From an optimization exercise on the open Yosys and OpenROAD flow, aimed at small area, a short achievable clock period and few clock cycles per item; shortcuts taken in it are not production practice.
At most, simulation tests tie the RTL to the original design; equivalence was not proved.
For run 1, only the layout was checked, not whether the RTL still works.

$ cat config.mk
export PLATFORM = sky130hd
export DESIGN_NAME = mmu_top
export DESIGN_NICKNAME = mmu_top
export VERILOG_FILES = /design/flow/design.v
export SDC_FILE = /design/flow/constraint.sdc
export NUM_CORES = 4
export LEC_CHECK = 0
export CAP_MARGIN = 20
export CORE_MARGIN = 2
export CORE_UTILIZATION = 45
export CTS_CLUSTER_DIAMETER = 80
export CTS_CLUSTER_SIZE = 20
export PLACE_DENSITY = 0.6
export SETUP_SLACK_MARGIN = 4.0
export SLEW_MARGIN = 20
export TNS_END_PERCENT = 10
$ cat design.v
`timescale 1ns/10ps
`default_nettype none
module pe_cell (
    input  wire                             clk,
    input  wire                             clr,       
    input  wire                             v,         
    input  wire        [12-1:0]    a_in,
    input  wire        [8-1:0]    b_in,
    output logic       [23-1:0]     acc
);
    wire [8:0] bx = {b_in[7], b_in};
    wire t0 = ((a_in[0] & bx[0]) | (a_in[1] & 1'b0)) ^ a_in[2];
    wire t1 = ((a_in[0] & bx[1]) | (a_in[1] & bx[0])) ^ a_in[2];
    wire t2 = ((a_in[0] & bx[2]) | (a_in[1] & bx[1])) ^ a_in[2];
    wire t3 = ((a_in[0] & bx[3]) | (a_in[1] & bx[2])) ^ a_in[2];
    wire t4 = ((a_in[0] & bx[4]) | (a_in[1] & bx[3])) ^ a_in[2];
    wire t5 = ((a_in[0] & bx[5]) | (a_in[1] & bx[4])) ^ a_in[2];
    wire t6 = ((a_in[0] & bx[6]) | (a_in[1] & bx[5])) ^ a_in[2];
    wire t7 = ((a_in[0] & bx[7]) | (a_in[1] & bx[6])) ^ a_in[2];
    wire t8 = ~(((a_in[0] & bx[8]) | (a_in[1] & bx[7])) ^ a_in[2]) & v;
    wire t9 = ((a_in[3] & bx[0]) | (a_in[4] & 1'b0)) ^ a_in[5];
    wire t10 = ((a_in[3] & bx[1]) | (a_in[4] & bx[0])) ^ a_in[5];
    wire t11 = ((a_in[3] & bx[2]) | (a_in[4] & bx[1])) ^ a_in[5];
    wire t12 = ((a_in[3] & bx[3]) | (a_in[4] & bx[2])) ^ a_in[5];
    wire t13 = ((a_in[3] & bx[4]) | (a_in[4] & bx[3])) ^ a_in[5];
    wire t14 = ((a_in[3] & bx[5]) | (a_in[4] & bx[4])) ^ a_in[5];
    wire t15 = ((a_in[3] & bx[6]) | (a_in[4] & bx[5])) ^ a_in[5];
    wire t16 = ((a_in[3] & bx[7]) | (a_in[4] & bx[6])) ^ a_in[5];
    wire t17 = ~(((a_in[3] & bx[8]) | (a_in[4] & bx[7])) ^ a_in[5]) & v;
    wire t18 = ((a_in[6] & bx[0]) | (a_in[7] & 1'b0)) ^ a_in[8];
    wire t19 = ((a_in[6] & bx[1]) | (a_in[7] & bx[0])) ^ a_in[8];
    wire t20 = ((a_in[6] & bx[2]) | (a_in[7] & bx[1])) ^ a_in[8];
    wire t21 = ((a_in[6] & bx[3]) | (a_in[7] & bx[2])) ^ a_in[8];
    wire t22 = ((a_in[6] & bx[4]) | (a_in[7] & bx[3])) ^ a_in[8];
    wire t23 = ((a_in[6] & bx[5]) | (a_in[7] & bx[4])) ^ a_in[8];
    wire t24 = ((a_in[6] & bx[6]) | (a_in[7] & bx[5])) ^ a_in[8];
    wire t25 = ((a_in[6] & bx[7]) | (a_in[7] & bx[6])) ^ a_in[8];
    wire t26 = ~(((a_in[6] & bx[8]) | (a_in[7] & bx[7])) ^ a_in[8]) & v;
    wire t27 = ((a_in[9] & bx[0]) | (a_in[10] & 1'b0)) ^ a_in[11];
    wire t28 = ((a_in[9] & bx[1]) | (a_in[10] & bx[0])) ^ a_in[11];
    wire t29 = ((a_in[9] & bx[2]) | (a_in[10] & bx[1])) ^ a_in[11];
    wire t30 = ((a_in[9] & bx[3]) | (a_in[10] & bx[2])) ^ a_in[11];
    wire t31 = ((a_in[9] & bx[4]) | (a_in[10] & bx[3])) ^ a_in[11];
    wire t32 = ((a_in[9] & bx[5]) | (a_in[10] & bx[4])) ^ a_in[11];
    wire t33 = ((a_in[9] & bx[6]) | (a_in[10] & bx[5])) ^ a_in[11];
    wire t34 = ((a_in[9] & bx[7]) | (a_in[10] & bx[6])) ^ a_in[11];
    wire t35 = ~(((a_in[9] & bx[8]) | (a_in[10] & bx[7])) ^ a_in[11]) & v;
    wire t36 = t6 ^ t13;
    wire t37 = t6 & t13;
    wire t38 = t7 ^ t14;
    wire t39 = t7 & t14;
    wire t40 = t8 ^ t15 ^ t22;
    wire t41 = (t8 & t15) | (t8 & t22) | (t15 & t22);
    wire t42 = t16 ^ t23;
    wire t43 = t16 & t23;
    wire t44 = t4 ^ t11;
    wire t45 = t4 & t11;
    wire t46 = t5 ^ t12;
    wire t47 = t5 & t12;
    wire t48 = t36 ^ t20 ^ t27;
    wire t49 = (t36 & t20) | (t36 & t27) | (t20 & t27);
    wire t50 = t37 ^ t38 ^ t21;
    wire t51 = (t37 & t38) | (t37 & t21) | (t38 & t21);
    wire t52 = t39 ^ t40 ^ t29;
    wire t53 = (t39 & t40) | (t39 & t29) | (t40 & t29);
    wire t54 = t41 ^ t42 ^ t30;
    wire t55 = (t41 & t42) | (t41 & t30) | (t42 & t30);
    wire t56 = t43 ^ t17 ^ t24;
    wire t57 = (t43 & t17) | (t43 & t24) | (t17 & t24);
    wire t58 = t25 ^ t32;
    wire t59 = t25 & t32;
    wire t60 = t2 ^ t9;
    wire t61 = t2 & t9;
    wire t62 = t3 ^ t10;
    wire t63 = t3 & t10;
    wire t64 = t44 ^ t18 ^ a_in[8];
    wire t65 = (t44 & t18) | (t44 & a_in[8]) | (t18 & a_in[8]);
    wire t66 = t45 ^ t46 ^ t19;
    wire t67 = (t45 & t46) | (t45 & t19) | (t46 & t19);
    wire t68 = t47 ^ t48 ^ a_in[11];
    wire t69 = (t47 & t48) | (t47 & a_in[11]) | (t48 & a_in[11]);
    wire t70 = t49 ^ t50 ^ t28;
    wire t71 = (t49 & t50) | (t49 & t28) | (t50 & t28);
    wire t72 = t51 ^ t52 ^ v;
    wire t73 = (t51 & t52) | (t51 & v) | (t52 & v);
    wire t74 = t53 ^ t54 ^ v;
    wire t75 = (t53 & t54) | (t53 & v) | (t54 & v);
    wire t76 = t55 ^ t56 ^ t31;
    wire t77 = (t55 & t56) | (t55 & t31) | (t56 & t31);
    wire t78 = t57 ^ t58 ^ v;
    wire t79 = (t57 & t58) | (t57 & v) | (t58 & v);
    wire t80 = t59 ^ t26 ^ t33;
    wire t81 = (t59 & t26) | (t59 & t33) | (t26 & t33);
    wire t82 = t34 ^ v;
    wire t83 = t34 & v;
    wire [15:0] r0 = {1'b0, t83, t81, t79, t77, t75, t73, t71, t69, t67, t65, t63, t61, t60, t1, t0};
    wire [15:0] r1 = {1'b0, t35, t82, t80, t78, t76, t74, t72, t70, t68, t66, t64, t62, a_in[5], 1'b0, a_in[2]};
    logic [15:0] s_q, c_q;
    logic        v_q;
    always_ff @(posedge clk) begin
        s_q <= r0;
        c_q <= r1;
        v_q <= v;
    end
    wire [22:0] x  = {{8{v_q & ~s_q[15]}}, s_q[14:0]};
    wire [22:0] y  = {7'd0, c_q};
    wire [22:0] hs = acc ^ x ^ y;
    wire [22:0] hc = (acc & x) | (acc & y) | (x & y);
    localparam int L = 12;
    logic            cp;
    wire  [L:0]      lo = {1'b0, hs[L-1:0]} + {1'b0, hc[L-2:0], 1'b0};
    wire  [23-L:0]   hx = {hs[22:L], cp} + {hc[21:L-1], cp};    
    wire  [22-L:0]   hi = hx[23-L:1];
    always_ff @(posedge clk) begin
        acc <= clr ? 23'd0 : {hi, lo[L-1:0]};
        cp  <= clr ? 1'b0  : lo[L];
    end
endmodule
`default_nettype wire
`timescale 1ns/10ps
`default_nettype none
module systolic_grid (
    input  wire                                 clk,
    input  wire                                 clr,
    input  wire                                 v,         
    input  wire [4*12-1:0]       a_q,
    input  wire [4*8-1:0]        b_q,
    output wire [4*4*23-1:0]  sums       
);
    localparam int N = 4;
    localparam int W = 8;
    localparam int E = 12;
    localparam int S = 23;
    for (genvar i = 0; i < N; i++) begin : g_row
        for (genvar j = 0; j < N; j++) begin : g_col
            pe_cell pe_i (
                .clk  (clk),
                .clr  (clr),
                .v    (v),
                .a_in (a_q[i*E +: E]),
                .b_in (b_q[j*W +: W]),
                .acc  (sums[(i*N+j)*S +: S])
            );
        end
    end
endmodule
`default_nettype wire
`timescale 1ns/10ps
`default_nettype none
module operand_skew (
    input  wire                            clk,
    input  wire                            rst_n,
    input  wire                            step,
    input  wire                            last,
    input  wire [4*8-1:0]   a_vec,
    input  wire [4*8-1:0]   b_vec,
    output logic [4*12-1:0] a_q,
    output logic [4*8-1:0]  b_q,
    output logic                           step_q,
    output logic                           last_q
);
    localparam int W = 8;
    localparam int E = 12;
    logic [4*E-1:0] a_enc;
    always_comb begin
        for (int i = 0; i < 4; i++) begin
            for (int k = 0; k < 4; k++) begin
                logic x2, x1, x0;
                x2 = a_vec[i*W + 2*k + 1];
                x1 = a_vec[i*W + 2*k];
                x0 = (k == 0) ? 1'b0 : a_vec[i*W + 2*k - 1];
                a_enc[i*E + 3*k]     = step && (x1 ^ x0);                           
                a_enc[i*E + 3*k + 1] = step && ((x2 && !x1 && !x0) || (!x2 && x1 && x0));  
                a_enc[i*E + 3*k + 2] = step && x2;                                  
            end
        end
    end
    always_ff @(posedge clk) begin
        a_q <= a_enc;
        b_q <= b_vec;
    end
    always_ff @(posedge clk or negedge rst_n) begin
        if (!rst_n) begin
            step_q  <= 1'b0;
            last_q  <= 1'b0;
        end else begin
            step_q  <= step;
            last_q  <= step && last;
        end
    end
endmodule
`default_nettype wire
`timescale 1ns/10ps
`default_nettype none
module mmu_sequencer (
    input  wire                   clk,
    input  wire                   rst_n,
    input  wire                   start,
    input  wire [8-1:0] k_len,
    input  wire                   in_valid,
    output wire                   step,        
    output wire                   last,        
    output wire                   skip,        
    output logic                  busy
);
    logic                   skip_q;      
    logic [8-1:0] rem_q;       
    wire accept = start && !busy;
    assign step  = in_valid && busy && !skip_q;
    assign skip  = skip_q;
    assign last  = (rem_q == 8'(1));
    always_ff @(posedge clk or negedge rst_n) begin
        if (!rst_n) begin
            busy   <= 1'b0;
            skip_q <= 1'b0;
        end else begin
            skip_q <= accept;
            if (accept)
                busy <= 1'b1;
            else if (step && last)
                busy <= 1'b0;
        end
    end
    always_ff @(posedge clk) begin
        if (accept)
            rem_q <= k_len;
        else if (step)
            rem_q <= rem_q - 1'b1;
    end
endmodule
`default_nettype wire
`timescale 1ns/10ps
`default_nettype none
module result_buffer (
    input  wire                                 clk,
    input  wire                                 rst_n,
    input  wire                                 save,
    input  wire [4*4*23-1:0]  sums,
    input  wire                                 rd_en,
    input  wire [2-1:0]                rd_row,
    output logic                                rd_valid,
    output logic [4*24-1:0]        rd_data
);
    localparam int N  = 4;
    localparam int S  = 23;
    localparam int A  = 24;
    localparam int RW = N*S;
    logic [N*RW-1:0] grid_q;      
    logic            have_q;      
    logic [RW-1:0]   row_q;       
    always_ff @(posedge clk) begin
        if (save)
            grid_q <= sums;
    end
    always_ff @(posedge clk or negedge rst_n) begin
        if (!rst_n) begin
            have_q   <= 1'b0;
            rd_valid <= 1'b0;
        end else begin
            have_q   <= have_q || save;
            rd_valid <= rd_en;
        end
    end
    always_ff @(posedge clk) begin
        row_q <= have_q ? grid_q[rd_row*RW +: RW] : '0;
    end
    for (genvar j = 0; j < N; j++) begin : g_col
        assign rd_data[j*A +: A] = {{(A-S){row_q[j*S+S-1]}}, row_q[j*S +: S]};
    end
endmodule
`default_nettype wire
`timescale 1ns/10ps
`default_nettype none
module mmu_top (
    input  wire                        clk,
    input  wire                        rst_n,
    input  wire                        start,
    input  wire [8-1:0]      k_len,
    input  wire                        in_valid,
    input  wire [4*8-1:0] a_vec,
    input  wire [4*8-1:0] b_vec,
    input  wire                        rd_en,
    input  wire [2-1:0]       rd_row,
    output wire                        busy,
    output wire                        done,
    output wire                        rd_valid,
    output wire [4*24-1:0]  rd_data
);
    wire                               step, last, skip;
    wire [4*12-1:0]     a_q;
    wire [4*8-1:0]      b_q;
    wire                               step_q, last_q;
    wire [4*4*23-1:0] sums;
    mmu_sequencer seq_i (
        .clk      (clk),
        .rst_n    (rst_n),
        .start    (start),
        .k_len    (k_len),
        .in_valid (in_valid),
        .step     (step),
        .last     (last),
        .skip     (skip),
        .busy     (busy)
    );
    localparam int SV = 1 + 1;     
    logic [SV+1:0] last_sr;
    always_ff @(posedge clk or negedge rst_n) begin
        if (!rst_n)
            last_sr <= '0;
        else
            last_sr <= (last_sr << 1) | (SV+2)'(last_q);
    end
    wire save = last_sr[SV];
    assign done = last_sr[SV+1];
    logic [1:0] clr_sr;
    always_ff @(posedge clk or negedge rst_n) begin
        if (!rst_n)
            clr_sr <= '0;
        else
            clr_sr <= (clr_sr << 1) | (1+1)'(skip);
    end
    wire clr = clr_sr[1];
    operand_skew in_i (
        .clk     (clk),
        .rst_n   (rst_n),
        .step    (step),
        .last    (last),
        .a_vec   (a_vec),
        .b_vec   (b_vec),
        .a_q     (a_q),
        .b_q     (b_q),
        .step_q  (step_q),
        .last_q  (last_q)
    );
    systolic_grid grid_i (
        .clk  (clk),
        .clr  (clr),
        .v    (step_q),
        .a_q  (a_q),
        .b_q  (b_q),
        .sums (sums)
    );
    result_buffer rbuf_i (
        .clk      (clk),
        .rst_n    (rst_n),
        .save     (save),
        .sums     (sums),
        .rd_en    (rd_en),
        .rd_row   (rd_row),
        .rd_valid (rd_valid),
        .rd_data  (rd_data)
    );
endmodule
`default_nettype wire
$ cat run.sh
#!/bin/bash
# synth_recipe.tcl (not shown) runs the flow's synth.tcl, then flattens the netlist and writes it again
# the make line also repeats each setting of config.mk as NAME=value (left out here)
make -C /OpenROAD-flow-scripts/flow DESIGN_CONFIG=/design/flow/config.mk WORK_HOME=/design/flow/orfs CLKGATE_MAP_FILE= SYNTH_SCRIPT=/design/flow/synth_recipe.tcl finish
$ cat constraint.sdc
create_clock -name core_clock -period 6.5 [get_ports {clk}]
set_input_delay 1.3000 -clock core_clock [delete_from_list [all_inputs] [get_ports {clk}]]
set_output_delay 1.3000 -clock core_clock [all_outputs]
set_load 0.01 [all_outputs]
==> results of run 1 <==
[final cells by class]
class                      count  area share [%]
clock buffer                 130            2.86
timing repair buffer         601            7.89
inverter                     639            2.68
clock inverter                49           0.616
tap                         2218            3.05
multi-input combinational   4530            47.8
sequential                  1385            35.0
antenna                       11          0.0303
[cell families after synthesis]
logic type	synth area share [%]
mux	3.90
fa+ha+maj	22.3
compound gates	12.3
xor+xnor	8.31
buf+inv	5.07
flops	40.9
simple gates	7.20
[flip-flops by register name, indices dropped and copies added (netlist names), 16 cells and up]
| name | cells |
|---|---|
| grid_i.g_row.g_col.pe_i.cp | 16 |
| grid_i.g_row.g_col.pe_i.c_q | 200 |
| grid_i.g_row.g_col.pe_i.acc | 368 |
| rbuf_i.grid_q | 368 |
| grid_i.g_row.g_col.pe_i.s_q | 240 |
| rbuf_i.row_q | 92 |
| in_i.a_q | 48 |
| in_i.b_q | 32 |
[critical path, delay by kind of cell (launching register included)]
family          cells  cell delay, ns
compound gates      3            0.44
flops               1            0.35
simple gates        1            0.17
fa+ha+maj           3            0.89
buf+inv             4            0.49
mux                 1            0.27
[routing by layer]
layer	vias to the layer above	GRT usage (%)	wire [um]
met5	-	0	14
met4	2	14.5	15000
met3	610	5.58	20600
met2	2311	41.9	109000
met1	27349	35.9	101000
li1	24620	-	-
[cell usage after synthesis (all sizes together), types with 20 or more instances]
| cell type | count |
|---|---|
| nand2b | 32 |
| nor2 | 385 |
| edfxtp | 376 |
| buf | 101 |
| xnor2 | 562 |
| nor3 | 70 |
| clkbuf | 281 |
| and2 | 117 |
| ha | 610 |
| dfxtp | 997 |
| o21a | 32 |
| nor3b | 20 |
| nand3 | 37 |
| a211oi | 106 |
| o21bai | 39 |
| nor2b | 143 |
| a21oi | 191 |
| a31oi | 26 |
| a21boi | 22 |
| nand4 | 20 |
| o21ai | 256 |
| mux4 | 92 |
| and3 | 56 |
| a21o | 113 |
| fa | 480 |
| inv | 635 |
| a22oi | 449 |
| mux2 | 80 |
| xor2 | 170 |
| nand2 | 213 |
[through the flow]
| stage | utilization (%) | setup slack, ns |
|---|---|---|
| detailed placement | 47.8 | 2.86 |
| finish | 53.5 | 3.74 |
| floorplan | - | 3.27 |
| global route | 53.5 | 3.63 |
| CTS | 52.4 | 3.71 |
| global placement | 47.8 | 2.89 |
[worst min-delay path by stage]
stage,start,endpoint,slack (ns),cells past startpoint
6_report,last_sr[1]$_DFF_PN0_,last_sr[2]$_DFF_PN0_,0.34,0
5_1_grt,last_sr[1]$_DFF_PN0_,last_sr[2]$_DFF_PN0_,0.35,0
4_1_cts,last_sr[1]$_DFF_PN0_,last_sr[2]$_DFF_PN0_,0.34,0
3_5_place_dp,last_sr[0]$_DFF_PN0_,last_sr[1]$_DFF_PN0_,0.33,0
3_3_place_gp,last_sr[1]$_DFF_PN0_,last_sr[2]$_DFF_PN0_,0.33,0
2_1_floorplan,in_i.a_q[2]$_DFF_P_,grid_i.g_row[0].g_col[0].pe_i.c_q[0]$_DFF_P_,0.33,0
[timing repair]
item	in CTS	in global routing
setup endpoints to repair	603	600
gates cloned	41	9
pin swaps	130	155
gates resized for setup	612	329
setup buffers	206	57
==> summary.txt, run 1 <==
Route
  • Post-DR vias/cell: 5.74
  • Vias: 54892
  • DR iter-0 viols: between 4000 and 5000
  • Remaining DRCs: 0
  • Post-Route WL: 245 mm
  • Routed length per instance: 25.7 um
  • Initial DRT Pass Iterations: 6
  • Final antenna-violating net count: 0

Yosys
  • Synth warn: 5
  • Cells after Synth: 6936
  • Largest area contributor in the netlist: dfxtp_1
  • Number of synthesized flops with an enable pin: between 300 and 400
  • Syn nets: 8105
  • Synth Register Bits: 1385
  • Top_reg_cell synth: dfxtp_1
  • Ys async rst share: 0.866%
  • Yosys cell types: between 70 and 80
  • Cell Area, Synth: 0.0772 mm^2
  • Top cell type's share of synthesized area: 25.9%
  • Post-synthesis sequential area ratio: 40.9%
  • Synth area leaders: dfxtp_1, edfxtp_1, fa_1, ha_1, xnor2_1
  • Mapped Avg Cell Area: 11.1 um^2

Place
  • Post-DP Area: 0.0812 mm^2
  • RD Place Congestion: roughly 0.87
  • PortBufs: roughly 180
  • Inst Count DP: 9060
  • HPWL after DPL: between 100 and 150 mm

Global routing
  • First-pass GRT wire length: 353 mm
  • Vias in the first global route: 54899
  • Total GRT Usage: approximately 27%
  • Initial antenna violation count: 13
  • Global route overflow: 0
  • Largest net degree at the start of global routing: 110

Clock tree
  • TritonCTS buffer count: 95
  • Bufs on Longest Clock Path: 3
  • Clk Latency, worst-skew pair: 0.77 ns
  • Clk slew on worst S/H paths: 0.09 ns
  • CTS Sinks: 1385
  • Clock root cell: clkbuf_16
  • # H-tree levels: 3
  • Hold-fix buffers, CTS: 0
  • CTS tree: done

Floorplanning
  • Total I/O pin count: 178
  • Effective utilization at floorplan: 45.4%
  • Die width: 418 um
  • DIE AREA: 0.175 mm^2
  • Site Rows: 151
  • Die height: 418 um
  • Core footprint: around 0.17 mm^2

Layout
  • Post-layout net count: 8421
  • Finished Layout Cells: 9563
  • Most common cell after layout, fill and taps aside: dfxtp_1
  • Final Instance Area: 0.0909 mm^2
  • Number of fill cells: around 14000
  • Sequential Area: 0.0319 mm^2
  • Most frequent cells in the layout: dfxtp_1, inv_1, ha_1
  • Area occupied by multi-input gates: roughly 0.043 mm^2
  • Share of cells above drive strength 1: 17.2%
  • Synth-to-layout area growth: 17.8%

Critical path
  • Crit Path Max Fanout: 4
  • Reg2reg path depth: 12
  • End point of the critical path: grid_i.g_row[2].g_col[1].pe_i.acc[9]$_SDFF_PP0_
  • Critical Path Source: grid_i.g_row[2].g_col[0].pe_i.c_q[0]$_DFF_P_
  • Arr. time, crit path: 3.40 ns
  • Crit. End Element: register
  • CP dominant cell by count: fa_2
  • Req. time, crit path: 7.14 ns
  • Reg2Reg Launch Point: grid_i.g_row[2].g_col[0].pe_i.c_q[0]$_DFF_P_
  • Slowest stage delay, CP: about 0.4 ns
  • Reg2reg end: grid_i.g_row[2].g_col[1].pe_i.acc[9]$_SDFF_PP0_
  • Kind of critical path: reg -> reg
  • Critical-path top delay cell: fa_2
  • R2R setup slack: 3.74 ns
  • Crit path cell chain: clkinvlp_4 -> buf_6 -> fa_2 -> inv_4 -> ha_4 -> inv_2 -> fa_2 -> nand2b_4 -> a21oi_4 -> o21a_1 -> o41ai_1 -> mux2_2
  • Startpoint types: register

Timing
  • Actual slew at the worst max-slew pin: 1.15 ns
  • Max-slew violations: 0
  • Final hold vios: 0
  • Final min period: roughly 2.8 ns
  • Unrepaired setup endpoints after global routing: yes
  • Clk_skew: 0.0492 ns
  • Max transition margin: a little under a quarter
  • Fin crit share: 42.5%
  • Final-report setup violation count: 0
  • Hold WS: 0.337 ns
  • Setup TNS: 0 ns
  • Fmax: 362 MHz

Run
  • Max-capacitance violation count: 0

Outcome
  • Status: no timing/DRC/antenna violations

Min path
  • Hold/Removal Path Class: reg -> reg
==> run 2, diff against run 1 <==
--- a/design.v
+++ b/design.v
@@ -5,3 +5,2 @@
     input  wire                             clr,       
-    input  wire                             v,         
     input  wire        [12-1:0]    a_in,
@@ -19,3 +18,3 @@
     wire t7 = ((a_in[0] & bx[7]) | (a_in[1] & bx[6])) ^ a_in[2];
-    wire t8 = ~(((a_in[0] & bx[8]) | (a_in[1] & bx[7])) ^ a_in[2]) & v;
+    wire t8 = ~(((a_in[0] & bx[8]) | (a_in[1] & bx[7])) ^ a_in[2]);
     wire t9 = ((a_in[3] & bx[0]) | (a_in[4] & 1'b0)) ^ a_in[5];
@@ -28,3 +27,3 @@
     wire t16 = ((a_in[3] & bx[7]) | (a_in[4] & bx[6])) ^ a_in[5];
-    wire t17 = ~(((a_in[3] & bx[8]) | (a_in[4] & bx[7])) ^ a_in[5]) & v;
+    wire t17 = ~(((a_in[3] & bx[8]) | (a_in[4] & bx[7])) ^ a_in[5]);
     wire t18 = ((a_in[6] & bx[0]) | (a_in[7] & 1'b0)) ^ a_in[8];
@@ -37,3 +36,3 @@
     wire t25 = ((a_in[6] & bx[7]) | (a_in[7] & bx[6])) ^ a_in[8];
-    wire t26 = ~(((a_in[6] & bx[8]) | (a_in[7] & bx[7])) ^ a_in[8]) & v;
+    wire t26 = ~(((a_in[6] & bx[8]) | (a_in[7] & bx[7])) ^ a_in[8]);
     wire t27 = ((a_in[9] & bx[0]) | (a_in[10] & 1'b0)) ^ a_in[11];
@@ -46,3 +45,3 @@
     wire t34 = ((a_in[9] & bx[7]) | (a_in[10] & bx[6])) ^ a_in[11];
-    wire t35 = ~(((a_in[9] & bx[8]) | (a_in[10] & bx[7])) ^ a_in[11]) & v;
+    wire t35 = ~(((a_in[9] & bx[8]) | (a_in[10] & bx[7])) ^ a_in[11]);
     wire t36 = t6 ^ t13;
@@ -83,14 +82,14 @@
     wire t71 = (t49 & t50) | (t49 & t28) | (t50 & t28);
-    wire t72 = t51 ^ t52 ^ v;
-    wire t73 = (t51 & t52) | (t51 & v) | (t52 & v);
-    wire t74 = t53 ^ t54 ^ v;
-    wire t75 = (t53 & t54) | (t53 & v) | (t54 & v);
+    wire t72 = t51 ^ t52 ^ 1'b1;
+    wire t73 = (t51 & t52) | (t51 & 1'b1) | (t52 & 1'b1);
+    wire t74 = t53 ^ t54 ^ 1'b1;
+    wire t75 = (t53 & t54) | (t53 & 1'b1) | (t54 & 1'b1);
     wire t76 = t55 ^ t56 ^ t31;
     wire t77 = (t55 & t56) | (t55 & t31) | (t56 & t31);
-    wire t78 = t57 ^ t58 ^ v;
-    wire t79 = (t57 & t58) | (t57 & v) | (t58 & v);
+    wire t78 = t57 ^ t58 ^ 1'b1;
+    wire t79 = (t57 & t58) | (t57 & 1'b1) | (t58 & 1'b1);
     wire t80 = t59 ^ t26 ^ t33;
     wire t81 = (t59 & t26) | (t59 & t33) | (t26 & t33);
-    wire t82 = t34 ^ v;
-    wire t83 = t34 & v;
+    wire t82 = t34 ^ 1'b1;
+    wire t83 = t34 & 1'b1;
     wire [15:0] r0 = {1'b0, t83, t81, t79, t77, t75, t73, t71, t69, t67, t65, t63, t61, t60, t1, t0};
@@ -98,3 +97,2 @@
     logic [15:0] s_q, c_q;
-    logic        v_q;
     always_ff @(posedge clk) begin
@@ -102,5 +100,4 @@
         c_q <= r1;
-        v_q <= v;
     end
-    wire [22:0] x  = {{8{v_q & ~s_q[15]}}, s_q[14:0]};
+    wire [22:0] x  = {{8{~s_q[15]}}, s_q[14:0]};
     wire [22:0] y  = {7'd0, c_q};
@@ -108,3 +105,3 @@
     wire [22:0] hc = (acc & x) | (acc & y) | (x & y);
-    localparam int L = 12;
+    localparam int L = 7;
     logic            cp;
@@ -124,3 +121,2 @@
     input  wire                                 clr,
-    input  wire                                 v,         
     input  wire [4*12-1:0]       a_q,
@@ -138,3 +134,2 @@
                 .clr  (clr),
-                .v    (v),
                 .a_in (a_q[i*E +: E]),
@@ -158,3 +153,2 @@
     output logic [4*8-1:0]  b_q,
-    output logic                           step_q,
     output logic                           last_q
@@ -183,6 +177,4 @@
         if (!rst_n) begin
-            step_q  <= 1'b0;
             last_q  <= 1'b0;
         end else begin
-            step_q  <= step;
             last_q  <= step && last;
@@ -291,3 +283,3 @@
     wire [4*8-1:0]      b_q;
-    wire                               step_q, last_q;
+    wire                               last_q;
     wire [4*4*23-1:0] sums;
@@ -331,3 +323,2 @@
         .b_q     (b_q),
-        .step_q  (step_q),
         .last_q  (last_q)
@@ -337,3 +328,2 @@
         .clr  (clr),
-        .v    (step_q),
         .a_q  (a_q),
--- a/config.mk
+++ b/config.mk
@@ -13,3 +13,3 @@
 export PLACE_DENSITY = 0.6
-export SETUP_SLACK_MARGIN = 4.0
+export SETUP_SLACK_MARGIN = 3.65
 export SLEW_MARGIN = 20
==> summary.txt, run 2 <==
Outcome
  • Status: no timing/DRC/antenna violations

Layout
  • Share of cells above drive strength 1: 7.44% (-9.7 points)
  • Post-layout net count: 7881 (-6.4%)
  • Finished Layout Cells: 9119 (-4.6%)
  • Most frequent cells in the layout: dfxtp_1, inv_1, xnor2_1
  • Most common cell after layout, fill and taps aside: dfxtp_1
  • Utilization after layout: 49.9% (-3.6 points)
  • Synth-to-layout area growth: 10.3%
  • Largest registers: grid_i.g_row.g_col.pe_i.acc (368), rbuf_i.grid_q (368), grid_i.g_row.g_col.pe_i.s_q (240)

Critical path
  • Crit path cell chain: clkdlybuf4s50_1
  • Startpoint types: register
  • Req. time, crit path: 5.20 ns (-1.94 ns)
  • Critical Path Stages: 1 (-11)
  • CP bufs+invs: 1 (-3)
  • Arr. time, crit path: 1.69 ns (-1.71 ns)
  • Critical-path top delay cell: clkdlybuf4s50_1
  • Kind of critical path: reg -> out
  • Largest delay share family, worst path: buffers and inverters
  • Slowest stage delay, CP: 0.57 ns (+0.18 ns)
  • Reg2reg path depth: 11 (-1)
  • Crit. End Element: output port
  • Crit Path Max Fanout: 1 (-3)

Route
  • DR iter-0 viols: 3207 (-33%)
  • Routed length per instance: 21.0 um (-18%)
  • Initial DRT Pass Iterations: 26 (+20)
  • Final antenna-violating net count: 0 (unchanged)
  • Remaining DRCs: 0 (unchanged)
  • Post-DR vias/cell: 5.40 (-5.9%)
  • Vias: 49272 (-10%)
  • Post-Route WL: 192 mm (-22%)

Floorplanning
  • Total I/O pin count: 178 (unchanged)
  • Effective utilization at floorplan: 45.3% (-0.17 points)
  • Core footprint: 0.165 mm^2 (-2.9%)
  • Die width: 411 um (-1.6%)
  • Site Rows: 149 (-1.3%)
  • Die height: 411 um (-1.6%)
  • DIE AREA: 0.169 mm^2 (-3.2%)

Yosys
  • Top cell type's share of synthesized area: 26.7% (+0.83 points)
  • Mapped Avg Cell Area: 10.9 um^2 (-1.7%)
  • Largest area contributor in the netlist: dfxtp_1
  • Simple-gate share of the synthesized area: 6.82% (-0.38 points)
  • Post-synthesis mux area share: 3.05% (-0.85 points)
  • Ys async rst share: 0.795% (-0.071 points)
  • Syn nets: 7868 (-2.9%)
  • Synth Area in Compound Gates: 11.7% (-0.57 points)
  • Top cells by count, synth: dfxtp_1, inv_1, xnor2_1
  • Post-synthesis sequential area ratio: 42.2% (+1.3 points)
  • Main combinational cell family by area after synthesis: adder cells
  • Synth area leaders: dfxtp_1, edfxtp_1, fa_1, ha_1, xnor2_1
  • Count leader, synth: dfxtp_1
  • Post-synthesis xor/xnor area fraction: 10.0% (+1.7 points)
  • Adder-cell area share of the yosys netlist: 20.5% (-1.9 points)
  • Synth Register Bits: 1383 (-0.14%)
  • Number of synthesized flops with an enable pin: 376 (unchanged)
  • Top_reg_cell synth: dfxtp_1
  • Yosys cell types: 84 (+18%)
  • Synth warn: 5 (unchanged)
  • Cells after Synth: 6827 (-1.6%)
  • Cell Area, Synth: 0.0747 mm^2 (-3.2%)

Min path
  • WHS Path Cells: 0 (unchanged)
  • Hold/Removal Path Class: reg -> reg

Clock tree
  • Clk Latency, worst-skew pair: 0.72 ns (-0.05 ns)
  • Clock root cell: clkbuf_16
  • Clk slew on worst S/H paths: 0.08 ns (about the same)
  • CTS Sinks: 1383 (-0.14%)
  • CTS tree: done
  • Hold-fix buffers, CTS: 0 (unchanged)
  • Bufs on Longest Clock Path: 3 (unchanged)
  • # H-tree levels: 3 (unchanged)
  • TritonCTS buffer count: 96 (+1.1%)

Run
  • Max-capacitance violation count: 0 (unchanged)

Place
  • RD Place Congestion: 0.878 (+0.50%)
  • Inst Count DP: 8908 (-1.7%)
  • HPWL after DPL: 131 mm (-11%)
  • PortBufs: 177 (unchanged)

Timing
  • Final-report setup violation count: 0 (unchanged)
  • Final hold vios: 0 (unchanged)
  • Unrepaired setup endpoints after global routing: yes
  • Actual slew at the worst max-slew pin: 1.04 ns (-0.114 ns)
  • Fmax: 334 MHz (-7.6%)
  • Setup TNS: 0 ns (unchanged)
  • Max transition margin: 30.8% (+7.6 points)
  • Final min period: 2.99 ns (+0.226 ns)
  • Max-slew violations: 0 (unchanged)
  • Clk_skew: 0.0365 ns (-0.0127 ns)
  • Fin crit share: 46.0% (+3.5 points)

Global routing
  • Global route overflow: 0 (unchanged)
  • Largest net degree at the start of global routing: 142 (+29%)
  • Vias in the first global route: 50287 (-8.4%)
  • First-pass GRT wire length: 296 mm (-16%)
  • Total GRT Usage: 22.7% (-4.5 points)
  • Initial antenna violation count: 15 (+2)
-- run 2: changes by cell type in the layout (fill, tap and decap cells not counted), sizes merged, moves of 36 or more --
cell / change
dlygate4sd2: -70
nor2: +79
and3: -36
ha: -80
a211oi: -53
buf: -259
bufbuf: -39
nor2b: -53
clkdlybuf4s50: +81
mux2: -62
fa: -48
xnor2: +108
inv: +116
-- run 2: cells by family after synthesis --
logic type               count (synthesis)
multiplexers                           110
adder cells (fa/ha/maj)                962
XOR/XNOR                               854
flip-flops                            1383
buffers and inverters                 1132
AND/OR/NAND/NOR                       1096
AO/OA/AOI/OAI                         1290
-- run 2: layout make-up --
type | count | area [um^2]
diodes | 8 | 20.0
clock buffers | 132 | 2740
clock inverters | 48 | 568
fillers | 14832 | 82600
inverters | 749 | 2810
multi-input cells | 4312 | 39200
flip-flops and latches | 1383 | 31600
well taps | 2189 | 2740
repair buffers | 298 | 2740
-- run 2: per-stage QoR --
stage / instance area (um^2) / setup slack (ns) / hold WS, ns
2_1_floorplan: 74700 / 3.27 / 0.329
6_report: 82400 / 3.51 / 0.354
3_3_place_gp: 78500 / 3.01 / 0.332
3_5_place_dp: 78500 / 2.99 / 0.336
4_1_cts: 81900 / 3.43 / 0.356
5_1_grt: 82400 / 3.45 / 0.366
-- run 2: worst paths after layout --
check / startpoint / to / slack (ns)
min: in_i.last_q$_DFF_PN0_ / last_sr[0]$_DFF_PN0_ / 0.35
max in group asynchronous: rst_n / last_sr[2]$_DFF_PN0_ / 5.03
max: rbuf_i.row_q[79]$_SDFF_PN0_ / rd_data[82] / 3.51
min reg2reg: in_i.last_q$_DFF_PN0_ / last_sr[0]$_DFF_PN0_ / 0.35
min in group asynchronous: rst_n / clr_sr[0]$_DFF_PN0_ / 0.98
max reg2reg: grid_i.g_row[3].g_col[2].pe_i.acc[7]$_SDFF_PP0_ / grid_i.g_row[3].g_col[2].pe_i.acc[15]$_SDFF_PP0_ / 3.59
-- run 2: per-layer routing --
metal | share of wire (%) | GRT usage (%) | vias up
met1 | 44 | 30.8 | 24626
met5 | 0.043 | 0 | -
li1 | - | - | 23076
met3 | 6.1 | 3.62 | 262
met4 | 3.0 | 7.14 | 12
met2 | 46 | 37.1 | 1296
-- run 2: repair_timing --
| action | in CTS | in global routing |
|---|---|---|
| pin swaps | 0 | 46 |
| setup buffers | 0 | 22 |
| cloned | 0 | 0 |
| gates resized for setup | 38 | 71 |
| endpoints found under the setup margin | 176 | 265 |
Testbench counts of run 2, summed over its fixed seeds: cycles 5,195, jobs 320.
==> run 3, diff against run 2 <==
--- a/config.mk
+++ b/config.mk
@@ -7,2 +7,3 @@
 export LEC_CHECK = 0
+export ABC_CLOCK_PERIOD_IN_PS = 1500
 export CAP_MARGIN = 20
@@ -13,4 +14,3 @@
 export PLACE_DENSITY = 0.6
-export SETUP_SLACK_MARGIN = 3.65
+export SETUP_SLACK_MARGIN = 3.9
 export SLEW_MARGIN = 20
-export TNS_END_PERCENT = 10
==> summary.txt, run 3 <==
Clock tree
  • Clk Latency, worst-skew pair: 0.73 ns (about the same)
  • CTS Sinks: 1383 (unchanged)
  • # H-tree levels: 3 (unchanged)
  • TritonCTS buffer count: 94 (-2.1%)
  • Clk slew on worst S/H paths: 0.08 ns (about the same)
  • Bufs on Longest Clock Path: 3 (unchanged)
  • CTS tree: done
  • Clock root cell: clkbuf_16
  • Hold-fix buffers, CTS: 0 (unchanged)

Floorplanning
  • Die height: 411 um (unchanged)
  • DIE AREA: 0.169 mm^2 (unchanged)
  • Core footprint: 0.165 mm^2 (unchanged)
  • Site Rows: 149 (unchanged)
  • Die width: 411 um (unchanged)
  • Total I/O pin count: 178 (unchanged)
  • Effective utilization at floorplan: 45.3% (unchanged)

Layout
  • Most common cell after layout, fill and taps aside: dfxtp_1
  • Post-layout net count: 7999 (+1.5%)
  • Utilization after layout: 51.8% (+1.9 points)
  • Most frequent cells in the layout: dfxtp_1, inv_1, xnor2_1
  • Finished Layout Cells: 9229 (+1.2%)
  • Largest registers: grid_i.g_row.g_col.pe_i.acc (368), rbuf_i.grid_q (368), grid_i.g_row.g_col.pe_i.s_q (240)
  • Synth-to-layout area growth: 14.4%
  • Share of cells above drive strength 1: 15.6% (+8.1 points)

Global routing
  • Total GRT Usage: 22.9% (+0.25 points)
  • Initial antenna violation count: 20 (+5)
  • Vias in the first global route: 49984 (-0.60%)
  • First-pass GRT wire length: 298 mm (+0.72%)
  • Global route overflow: 0 (unchanged)
  • Largest net degree at the start of global routing: 158 (+11%)

Route
  • Post-DR vias/cell: 5.45 (+0.79%)
  • Vias: 50258 (+2.0%)
  • Remaining DRCs: 0 (unchanged)
  • Post-Route WL: 201 mm (+4.7%)
  • Final antenna-violating net count: 0 (unchanged)
  • Initial DRT Pass Iterations: 25 (-3.8%)
  • Routed length per instance: 21.7 um (+3.4%)
  • DR iter-0 viols: 3565 (+11%)

Min path
  • Hold/Removal Path Class: reg -> reg

Timing
  • Final-report setup violation count: 0 (unchanged)
  • Fmax: 357 MHz (+6.8%)
  • Setup TNS: 0 ns (unchanged)
  • Max transition margin: 28.5% (-2.2 points)
  • Final hold vios: 0 (unchanged)
  • Hold WS: 0.356 ns (+0.00240 ns)
  • Fin crit share: 43.1% (-2.9 points)
  • Clk_skew: 0.0374 ns (+0.000841 ns)
  • Actual slew at the worst max-slew pin: 1.07 ns (+0.0336 ns)
  • Max-slew violations: 0 (unchanged)
  • Final min period: 2.80 ns (-0.190 ns)
  • Unrepaired setup endpoints after global routing: yes

Yosys
  • Count leader, synth: dfxtp_1
  • Adder-cell area share of the yosys netlist: 20.5% (unchanged)
  • Post-synthesis xor/xnor area fraction: 10.0% (unchanged)
  • Synth warn: 5 (unchanged)
  • Yosys cell types: 84 (unchanged)
  • Ys async rst share: 0.795% (unchanged)
  • Simple-gate share of the synthesized area: 6.82% (unchanged)
  • Synth Register Bits: 1383 (unchanged)
  • Top_reg_cell synth: dfxtp_1
  • Syn nets: 7868 (unchanged)
  • Mapped Avg Cell Area: 10.9 um^2 (unchanged)
  • Synth area leaders: dfxtp_1, edfxtp_1, fa_1, ha_1, xnor2_1
  • Number of synthesized flops with an enable pin: 376 (unchanged)
  • Top cell type's share of synthesized area: 26.7% (unchanged)
  • Post-synthesis mux area share: 3.05% (unchanged)
  • Cells after Synth: 6827 (unchanged)
  • Post-synthesis sequential area ratio: 42.2% (unchanged)
  • Top cells by count, synth: dfxtp_1, inv_1, xnor2_1
  • Main combinational cell family by area after synthesis: adder cells
  • Largest area contributor in the netlist: dfxtp_1
  • Synth Area in Compound Gates: 11.7% (unchanged)
  • Cell Area, Synth: 0.0747 mm^2 (unchanged)

Critical path
  • CP bufs+invs: 1 (unchanged)
  • Kind of critical path: reg -> reg
  • Req. time, crit path: 7.10 ns (+1.90 ns)
  • Crit path cell chain: inv_2 -> fa_2 -> fa_2 -> and2b_1 -> o31a_1 -> o21ai_1 -> a31o_1 -> o31ai_4 -> o21bai_1 -> mux2_1
  • CP dominant cell by count: fa_2
  • Slowest stage delay, CP: 0.59 ns (+0.02 ns)
  • Critical-path top delay cell: fa_2
  • Crit. End Element: register
  • Startpoint types: register
  • Arr. time, crit path: 3.40 ns (+1.71 ns)
  • Crit Path Max Fanout: 3 (+2)
  • Largest delay share family, worst path: compound AO/OA/AOI/OAI gates

Place
  • PortBufs: 177 (unchanged)
  • HPWL after DPL: 131 mm (+0.22%)
  • RD Place Congestion: 0.857 (-2.4%)
  • Inst Count DP: 8909 (+0.011%)

Run
  • Max-capacitance violation count: 0 (unchanged)

Outcome
  • Status: no timing/DRC/antenna violations
run 3: final timing paths:
path	end	cells past startpoint	startpoint	slack (ns)
min in group asynchronous	rbuf_i.have_q$_DFF_PN0_	1	rst_n	0.93
worst max-delay path	grid_i.g_row[3].g_col[0].pe_i.acc[22]$_SDFF_PP0_	10	grid_i.g_row[3].g_col[0].pe_i.acc[7]$_SDFF_PP0_	3.70
max in group asynchronous	clr_sr[1]$_DFF_PN0_	1	rst_n	5.15
worst max register to register	grid_i.g_row[3].g_col[0].pe_i.acc[22]$_SDFF_PP0_	10	grid_i.g_row[3].g_col[0].pe_i.acc[7]$_SDFF_PP0_	3.70
worst min-delay path	last_sr[2]$_DFF_PN0_	0	last_sr[1]$_DFF_PN0_	0.36
worst min register to register	last_sr[2]$_DFF_PN0_	0	last_sr[1]$_DFF_PN0_	0.36
run 3: stage by stage:
| stage | cell area (um^2) | worst slack (ns) |
|---|---|---|
| floorplan | 74700 | 3.27 |
| global placement | 78600 | 2.98 |
| detailed placement | 78600 | 2.95 |
| CTS | 83400 | 3.67 |
| global route | 85500 | 3.57 |
| finish | 85500 | 3.70 |
run 3: kinds of logic (layout without fill, tap and decap cells):
group | Yosys count | count (layout)
muxes | 110 | 110
buffers and inverters | 1132 | 1344
xor gates and xnor gates | 854 | 854
AOI/OAI and AO/OA | 1290 | 1290
other | 0 | 1
and+or+nand+nor | 1096 | 1096
DFF | 1383 | 1383
adders and majority gates | 962 | 962
run 3: area by class of cell:
cell class | instances | area (um^2)
antenna | 1 | 2.50
clock buffer | 133 | 2690
clock inverter | 44 | 468
fill | 14431 | 79500
inverter | 749 | 2830
multi-input combinational | 4312 | 40900
sequential | 1383 | 31800
tap | 2189 | 2740
timing repair buffer | 418 | 4090
run 3: what timing repair did:
action	in CTS	in global routing
gates resized for setup	781	371
setup buffers	77	57
pin swaps	138	197
setup endpoints to repair	452	236
cloned	0	8
run 3: worst reg2reg max path, delay by kind of cell (launching register included):
| kind | cells | cell delay (ns) |
|---|---|---|
| AOI/OAI and AO/OA | 5 | 0.98 |
| and+or+nand+nor | 1 | 0.20 |
| adders and majority gates | 2 | 0.80 |
| buffers and inverters | 1 | 0.04 |
| DFF | 1 | 0.34 |
| muxes | 1 | 0.34 |
run 3: layer usage:
metal | part of all wire, % | global-route usage (%) | wire (um) | vias to the layer above
li1 | - | - | - | 23324
met1 | 44 | 32.1 | 88800 | 25096
met2 | 46 | 37.2 | 92400 | 1529
met3 | 6.6 | 3.17 | 13200 | 293
met4 | 3.0 | 6.32 | 6000 | 16
met5 | 0.051 | 0 | 103 | -
==> run 4, diff against run 3 <==
--- a/config.mk
+++ b/config.mk
@@ -7,10 +7,10 @@
 export LEC_CHECK = 0
-export ABC_CLOCK_PERIOD_IN_PS = 1500
 export CAP_MARGIN = 20
 export CORE_MARGIN = 2
-export CORE_UTILIZATION = 45
+export CORE_UTILIZATION = 55
 export CTS_CLUSTER_DIAMETER = 80
 export CTS_CLUSTER_SIZE = 20
-export PLACE_DENSITY = 0.6
+export PLACE_DENSITY = 0.7
 export SETUP_SLACK_MARGIN = 3.9
 export SLEW_MARGIN = 20
+export TNS_END_PERCENT = 10
==> summary.txt, run 4 <==
Yosys
  • Post-synthesis sequential area ratio: 42.2% (unchanged)
  • Yosys cell types: 84 (unchanged)
  • Synth Register Bits: 1383 (unchanged)
  • Largest area contributor in the netlist: dfxtp_1
  • Synth area leaders: dfxtp_1, edfxtp_1, fa_1, ha_1, xnor2_1
  • Top cell type's share of synthesized area: 26.7% (unchanged)
  • Cell Area, Synth: 0.0747 mm^2 (unchanged)
  • Ys async rst share: 0.795% (unchanged)
  • Main combinational cell family by area after synthesis: adder cells
  • Cells after Synth: 6827 (unchanged)
  • Number of synthesized flops with an enable pin: 376 (unchanged)
  • Count leader, synth: dfxtp_1
  • Post-synthesis xor/xnor area fraction: 10.0% (unchanged)
  • Synth Area in Compound Gates: 11.7% (unchanged)
  • Synth warn: 5 (unchanged)
  • Top_reg_cell synth: dfxtp_1
  • Top cells by count, synth: dfxtp_1, inv_1, xnor2_1
  • Adder-cell area share of the yosys netlist: 20.5% (unchanged)
  • Syn nets: 7868 (unchanged)
  • Simple-gate share of the synthesized area: 6.82% (unchanged)
  • Mapped Avg Cell Area: 10.9 um^2 (unchanged)
  • Post-synthesis mux area share: 3.05% (unchanged)

Critical path
  • Reg2Reg Launch Point: grid_i.g_row[3].g_col[0].pe_i.acc[7]$_SDFF_PP0_
  • Reg2reg end: grid_i.g_row[3].g_col[0].pe_i.acc[13]$_SDFF_PP0_
  • Critical Path Source: grid_i.g_row[3].g_col[0].pe_i.acc[7]$_SDFF_PP0_
  • R2R setup slack: 3.65 ns (-0.05 ns)
  • Crit Path Max Fanout: 4 (+1)
  • End point of the critical path: grid_i.g_row[3].g_col[0].pe_i.acc[13]$_SDFF_PP0_
  • Crit. End Element: register
  • Startpoint types: register
  • Kind of critical path: reg -> reg
  • Reg2reg path depth: 11 (+1)
  • Arr. time, crit path: 3.39 ns (about the same)
  • Req. time, crit path: 7.04 ns (-0.06 ns)

Layout
  • Sequential Area: 0.0317 mm^2 (-0.35%)
  • Area occupied by multi-input gates: 0.0399 mm^2 (-2.4%)
  • # diodes: 0 (-1)
  • Synth-to-layout area growth: 9.98%
  • Post-layout net count: 7904 (-1.2%)
  • Most frequent cells in the layout: dfxtp_1, inv_1, xnor2_1
  • Most common cell after layout, fill and taps aside: dfxtp_1
  • Share of cells above drive strength 1: 9.81% (-5.8 points)
  • Finished Layout Cells: 8710 (-5.6%)
  • Largest registers: grid_i.g_row.g_col.pe_i.acc (368), rbuf_i.grid_q (368), grid_i.g_row.g_col.pe_i.s_q (240)
  • Number of fill cells: 10917 (-24%)
  • Final Instance Area: 0.0822 mm^2 (-3.9%)

Timing
  • Unrepaired setup endpoints after global routing: yes
  • Final WS setup: 3.65 ns (-0.0491 ns)
  • Final min period: 2.85 ns (+0.0491 ns)
  • Final-report setup violation count: 0 (unchanged)
  • Final hold vios: 0 (unchanged)
  • Setup TNS: 0 ns (unchanged)
  • Fmax: 351 MHz (-1.7%)
  • Max-slew violations: 0 (unchanged)
  • Hold WS: 0.353 ns (-0.00318 ns)
  • Clk_skew: 0.0304 ns (-0.00702 ns)
  • Fin crit share: 43.8% (+0.76 points)
  • Actual slew at the worst max-slew pin: 1.09 ns (+0.0201 ns)
  • Max transition margin: 27.2% (-1.3 points)

Place
  • HPWL after DPL: 124 mm (-4.9%)
  • Post-DP Area: 0.0780 mm^2 (-0.70%)
  • Inst Count DP: 8496 (-4.6%)
  • PortBufs: 177 (unchanged)
  • RD Place Congestion: 0.880 (+2.6%)
  • Place WS: 3.00 ns (+0.0485 ns)

Route
  • Initial DRT Pass Iterations: 7 (-72%)
  • Vias: 49958 (-0.60%)
  • Met2 WL post-DR: 87.5 mm (-5.3%)
  • Post-Route WL: 185 mm (-7.6%)
  • DR iter-0 viols: 3513 (-1.5%)
  • Final antenna-violating net count: 0 (unchanged)
  • Remaining DRCs: 0 (unchanged)
  • Routed length per instance: 21.3 um (-2.1%)
  • Uppermost layer routed: met5
  • Post-DR vias/cell: 5.74 (+5.3%)
  • Met1 wire length: 78.4 mm (-12%)
  • Met3 wire length: 12.7 mm (-3.9%)

Floorplanning
  • Die width: 373 um (-9.5%)
  • Total I/O pin count: 178 (unchanged)
  • Core footprint: 0.135 mm^2 (-18%)
  • Effective utilization at floorplan: 55.3% (+10 points)
  • DIE AREA: 0.139 mm^2 (-18%)
  • Die height: 373 um (-9.5%)
  • Site Rows: 135 (-9.4%)

Global routing
  • First-pass GRT wire length: 287 mm (-3.9%)
  • Largest net degree at the start of global routing: 152 (-3.8%)
  • Initial antenna violation count: 8 (-60%)
  • Global route overflow: 0 (unchanged)
  • Vias in the first global route: 50969 (+2.0%)
  • Total GRT Usage: 26.8% (+3.9 points)

Clock tree
  • CTS tree: done
  • Hold-fix buffers, CTS: 0 (unchanged)
  • Clock root cell: clkbuf_16
  • # H-tree levels: 3 (unchanged)
  • Clk Latency, worst-skew pair: 0.71 ns (-0.02 ns)
  • TritonCTS buffer count: 84 (-11%)
  • CTS Sinks: 1383 (unchanged)
  • Clk slew on worst S/H paths: 0.09 ns (about the same)
  • Bufs on Longest Clock Path: 3 (unchanged)

Min path
  • Hold Crit Start: in_i.last_q$_DFF_PN0_
  • Hold/Removal Path Class: reg -> reg

Run
  • Max-capacitance violation count: 0 (unchanged)

Outcome
  • Status: no timing/DRC/antenna violations
-- run 4: cell count changes in the layout (fill, tap and decap cells not counted), sizes merged, moves of 3 or more --
cell / before / now
buf: 318 / 190
clkbuf: 149 / 138
clkdlybuf4s15: 8 / 0
clkinv: 17 / 7
clkinvlp: 3 / 0
dlygate4sd2: 0 / 67
inv: 771 / 756
-- run 4: layer usage --
layer  vias up  track usage, %
li1      23082               -
met1     25032            35.8
met2      1520            44.3
met3       320            3.95
met4         4            10.0
met5         -               0
-- run 4: how the worst min path moves through the flow --
stage               depth (start not counted)                                            to  slack (ns)
floorplan                                   0  grid_i.g_row[0].g_col[0].pe_i.c_q[0]$_DFF_P_        0.33
global placement                            0                          last_sr[0]$_DFF_PN0_        0.33
detailed placement                          0                          last_sr[1]$_DFF_PN0_        0.34
CTS                                         0                          last_sr[0]$_DFF_PN0_        0.35
global route                                0                          last_sr[0]$_DFF_PN0_        0.37
finish                                      0                          last_sr[0]$_DFF_PN0_        0.35
-- run 4: worst max-delay path, stage by stage (launching register included) --
cell and delay [ns]:
dfxtp_2 0.35, inv_2 0.04, fa_1 0.58, inv_2 0.06
ha_4 0.22, a211oi_4 0.22, nor2_2 0.07, o21a_2 0.26
o41ai_4 0.48, buf_4 0.19, xor2_1 0.17, nor2_1 0.06
-- run 4: area by class of cell --
class                      instances  share of cell area, %
sequential                      1383                   38.6
multi-input combinational       4312                   48.6
timing repair buffer             333                   3.46
clock buffer                     138                   3.13
inverter                         749                   3.42
tap                             1781                   2.71
clock inverter                    14                  0.134
-- run 4: stage by stage --
step / utilization [%]
detailed placement: 57.7
global placement: 57.7
floorplan: -
finish: 60.8
CTS: 60.0
global route: 60.8
-- run 4: logic make-up after synthesis --
kind of cell,after synthesis
and+or+nand+nor,1096
muxes,110
xor gates and xnor gates,854
DFF,1383
buffers and inverters,1132
adders and majority gates,962
AOI/OAI and AO/OA,1290
-- run 4: repair_timing --
| action | 4_1_cts | 5_1_grt |
|---|---|---|
| pin swaps | 42 | 129 |
| endpoints found under the hold margin | 0 | 0 |
| setup endpoints to repair | 394 | 431 |
| gates cloned | 0 | 0 |
| resized for setup | 319 | 183 |
| buffers inserted | 23 | 39 |
==> run 5, diff against run 4 <==
--- a/config.mk
+++ b/config.mk
@@ -15,2 +15 @@
 export SLEW_MARGIN = 20
-export TNS_END_PERCENT = 10
==> summary.txt, run 5 <==
Outcome
  • Status: no timing/DRC/antenna violations

Clock tree
  • # H-tree levels: 3 (unchanged)
  • TritonCTS buffer count: 88 (+4.8%)
  • Clock root cell: clkbuf_16
  • Clk Latency, worst-skew pair: 0.72 ns (about the same)
  • CTS tree: done
  • Bufs on Longest Clock Path: 3 (unchanged)
  • Clk slew on worst S/H paths: 0.09 ns (about the same)
  • Hold-fix buffers, CTS: 0 (unchanged)
  • CTS Sinks: 1383 (unchanged)

Global routing
  • Total GRT Usage: 27.2% (+0.40 points)
  • Vias in the first global route: 50870 (-0.19%)
  • Largest net degree at the start of global routing: 178 (+17%)
  • Initial antenna violation count: 10 (+2)
  • First-pass GRT wire length: 291 mm (+1.4%)
  • Global route overflow: 0 (unchanged)

Yosys
  • Adder-cell area share of the yosys netlist: 20.5% (unchanged)
  • Top cells by count, synth: dfxtp_1, inv_1, xnor2_1
  • Post-synthesis sequential area ratio: 42.2% (unchanged)
  • Synth area leaders: dfxtp_1, edfxtp_1, fa_1, ha_1, xnor2_1
  • Main combinational cell family by area after synthesis: adder cells
  • Synth Area in Compound Gates: 11.7% (unchanged)
  • Cells after Synth: 6827 (unchanged)
  • Yosys cell types: 84 (unchanged)
  • Ys async rst share: 0.795% (unchanged)
  • Count leader, synth: dfxtp_1
  • Top cell type's share of synthesized area: 26.7% (unchanged)
  • Cell Area, Synth: 0.0747 mm^2 (unchanged)
  • Mapped Avg Cell Area: 10.9 um^2 (unchanged)
  • Post-synthesis mux area share: 3.05% (unchanged)
  • Synth warn: 5 (unchanged)
  • Syn nets: 7868 (unchanged)
  • Post-synthesis xor/xnor area fraction: 10.0% (unchanged)
  • Synth Register Bits: 1383 (unchanged)
  • Largest area contributor in the netlist: dfxtp_1
  • Top_reg_cell synth: dfxtp_1
  • Simple-gate share of the synthesized area: 6.82% (unchanged)
  • Number of synthesized flops with an enable pin: 376 (unchanged)

Critical path
  • Startpoint types: register
  • CP bufs+invs: 1 (-2)
  • Largest delay share family, worst path: adder cells
  • Crit path cell chain: inv_2 -> fa_1 -> fa_2 -> and2b_2 -> o31a_1 -> o21ai_2 -> a31o_4 -> o31ai_4 -> o21bai_1 -> mux2_1
  • Crit. End Element: register
  • Critical-path top delay cell: fa_1
  • Reg2reg path depth: 10 (-1)
  • Critical Path Stages: 10 (-1)
  • Arr. time, crit path: 3.39 ns (about the same)
  • Req. time, crit path: 7.10 ns (+0.06 ns)
  • Slowest stage delay, CP: 0.52 ns (-0.06 ns)
  • Crit Path Max Fanout: 3 (-1)
  • Kind of critical path: reg -> reg

Floorplanning
  • Site Rows: 135 (unchanged)
  • Total I/O pin count: 178 (unchanged)
  • DIE AREA: 0.139 mm^2 (unchanged)
  • Die width: 373 um (unchanged)
  • Effective utilization at floorplan: 55.3% (unchanged)
  • Core footprint: 0.135 mm^2 (unchanged)
  • Die height: 373 um (unchanged)

Layout
  • Most frequent cells in the layout: dfxtp_1, inv_1, xnor2_1
  • Synth-to-layout area growth: 12.4%
  • Most common cell after layout, fill and taps aside: dfxtp_1
  • Largest registers: grid_i.g_row.g_col.pe_i.acc (368), rbuf_i.grid_q (368), grid_i.g_row.g_col.pe_i.s_q (240)
  • Post-layout net count: 7966 (+0.78%)
  • Share of cells above drive strength 1: 14.4% (+4.5 points)
  • Number of fill cells: 10648 (-2.5%)
  • Sequential Area: 0.0318 mm^2 (+0.26%)
  • Area occupied by multi-input gates: 0.0407 mm^2 (+2.1%)

Timing
  • Fmax: 358 MHz (+2.1%)
  • Max transition margin: 22.9% (-4.3 points)
  • Clk_skew: 0.0332 ns (+0.00285 ns)
  • Setup TNS: 0 ns (unchanged)
  • Final hold vios: 0 (unchanged)
  • Fin crit share: 42.9% (-0.90 points)
  • Final-report setup violation count: 0 (unchanged)
  • Unrepaired setup endpoints after global routing: yes
  • Actual slew at the worst max-slew pin: 1.16 ns (+0.0647 ns)
  • Max-slew violations: 0 (unchanged)
  • Final min period: 2.79 ns (-0.0582 ns)

Route
  • Final antenna-violating net count: 0 (unchanged)
  • Remaining DRCs: 0 (unchanged)
  • Vias: 50769 (+1.6%)
  • DR iter-0 viols: 3964 (+13%)
  • Post-Route WL: 191 mm (+3.2%)
  • Post-DR vias/cell: 5.78 (+0.81%)
  • Initial DRT Pass Iterations: 6 (-1)
  • Routed length per instance: 21.8 um (+2.3%)

Place
  • HPWL after DPL: 125 mm (+0.77%)
  • RD Place Congestion: 0.884 (+0.49%)
  • PortBufs: 177 (unchanged)

Min path
  • WHS Path Cells: 0 (unchanged)
  • Hold/Removal Path Class: reg -> reg

Run
  • Max-capacitance violation count: 0 (unchanged)
run 5: what timing repair did:
item	4_1_cts	5_1_grt
gates resized for setup	691	362
pin swaps	143	174
buffers inserted	73	44
gates cloned	0	3
setup endpoints to repair	411	225
run 5: worst paths after layout:
check | start | to | slack [ns]
worst max-delay path | grid_i.g_row[3].g_col[0].pe_i.c_q[7]$_DFF_P_ | grid_i.g_row[3].g_col[0].pe_i.acc[22]$_SDFF_PP0_ | 3.71
worst min-delay path | last_sr[0]$_DFF_PN0_ | last_sr[1]$_DFF_PN0_ | 0.36
worst max register to register | grid_i.g_row[3].g_col[0].pe_i.c_q[7]$_DFF_P_ | grid_i.g_row[3].g_col[0].pe_i.acc[22]$_SDFF_PP0_ | 3.71
worst min register to register | last_sr[0]$_DFF_PN0_ | last_sr[1]$_DFF_PN0_ | 0.36
max in group asynchronous | rst_n | rbuf_i.have_q$_DFF_PN0_ | 5.18
min in group asynchronous | rst_n | rbuf_i.rd_valid$_DFF_PN0_ | 0.92
run 5: worst reg2reg max path: cells and delay by family, from the launching register on:
family / cells / cell delay, ns
adder cells (fa/ha/maj): 2 / 0.89
AND/OR/NAND/NOR: 1 / 0.24
buffers and inverters: 1 / 0.03
AO/OA/AOI/OAI: 5 / 0.89
multiplexers: 1 / 0.31
flip-flops: 1 / 0.32
run 5: area by class of cell:
cell class	count	area share, %
Antenna cell	1	0.00298
Inverter	749	3.35
Tap cell	1781	2.65
Timing Repair Buffer	391	4.33
Sequential cell	1383	37.8
Multi-Input combinational cell	4312	48.5
Clock buffer	137	2.99
Clock inverter	26	0.341
run 5: cells by family (layout without fill, tap and decap cells):
family / after synthesis / in the layout
flip-flops: 1383 / 1383
buffers and inverters: 1132 / 1303
adder cells (fa/ha/maj): 962 / 962
AO/OA/AOI/OAI: 1290 / 1290
multiplexers: 110 / 110
AND/OR/NAND/NOR: 1096 / 1096
other: 0 / 1
XOR/XNOR: 854 / 854
run 5: metrics by stage:
step	hold slack, ns	utilization [%]	area [um^2]	worst slack (ns)	cells
floorplan	0.329	-	74700	3.27	6827
global placement	0.332	57.7	78000	3.10	8496
detailed placement	0.338	57.7	78000	3.07	8496
CTS	0.358	60.9	82300	3.65	8732
global route	0.361	62.2	84000	3.61	8779
finish	0.356	62.2	84000	3.71	8780
run 5: per-layer routing:
| metal | share of wire [%] | wire (um) | track usage, % | up-vias |
|---|---|---|---|---|
| met4 | 3.4 | 6480 | 9.59 | 16 |
| met1 | 43 | 81800 | 37.2 | 25463 |
| met5 | 0.052 | 99 | 0 | - |
| li1 | - | - | - | 23259 |
| met3 | 7.1 | 13600 | 3.70 | 330 |
| met2 | 47 | 89300 | 44.4 | 1701 |

re-timing with driven ports:
In the flow no input, the clock included, has a driving cell. The finished layouts below were timed again as built, in two steps. Step 1 (the two cells are an assumption about what drives the block):
set clk [get_ports {clk}]
set_driving_cell -lib_cell sky130_fd_sc_hd__clkbuf_16 $clk
set_driving_cell -lib_cell sky130_fd_sc_hd__buf_2 [delete_from_list [all_inputs] $clk]
Step 2 moves the port delays by t, midway between the first and last clock arrival at a register: inputs arrive t later, outputs are due t later. That takes back most of the time a late clock gives input paths. a / b / c = ideal / step 1 / step 2; a / b = the first two.
run	t, ns	slack for setup (ns)	worst setup path after step 2
run 1	0.845	3.736 / 3.671 / 3.038	input to register
run 2	0.786	3.510 / 3.430 / 3.152	input to register
run 3	0.792	3.700 / 3.700 / 3.302	input to register
run 4	0.780	3.651 / 3.651 / 2.992	input to register
run 5	0.790	3.709 / 3.709 / 3.302	input to register
After both steps setup and hold are still met in every run listed. For run 1, which loses most, drivers alone change the setup slack by -0.065 ns; drivers and shift together by -0.698 ns.
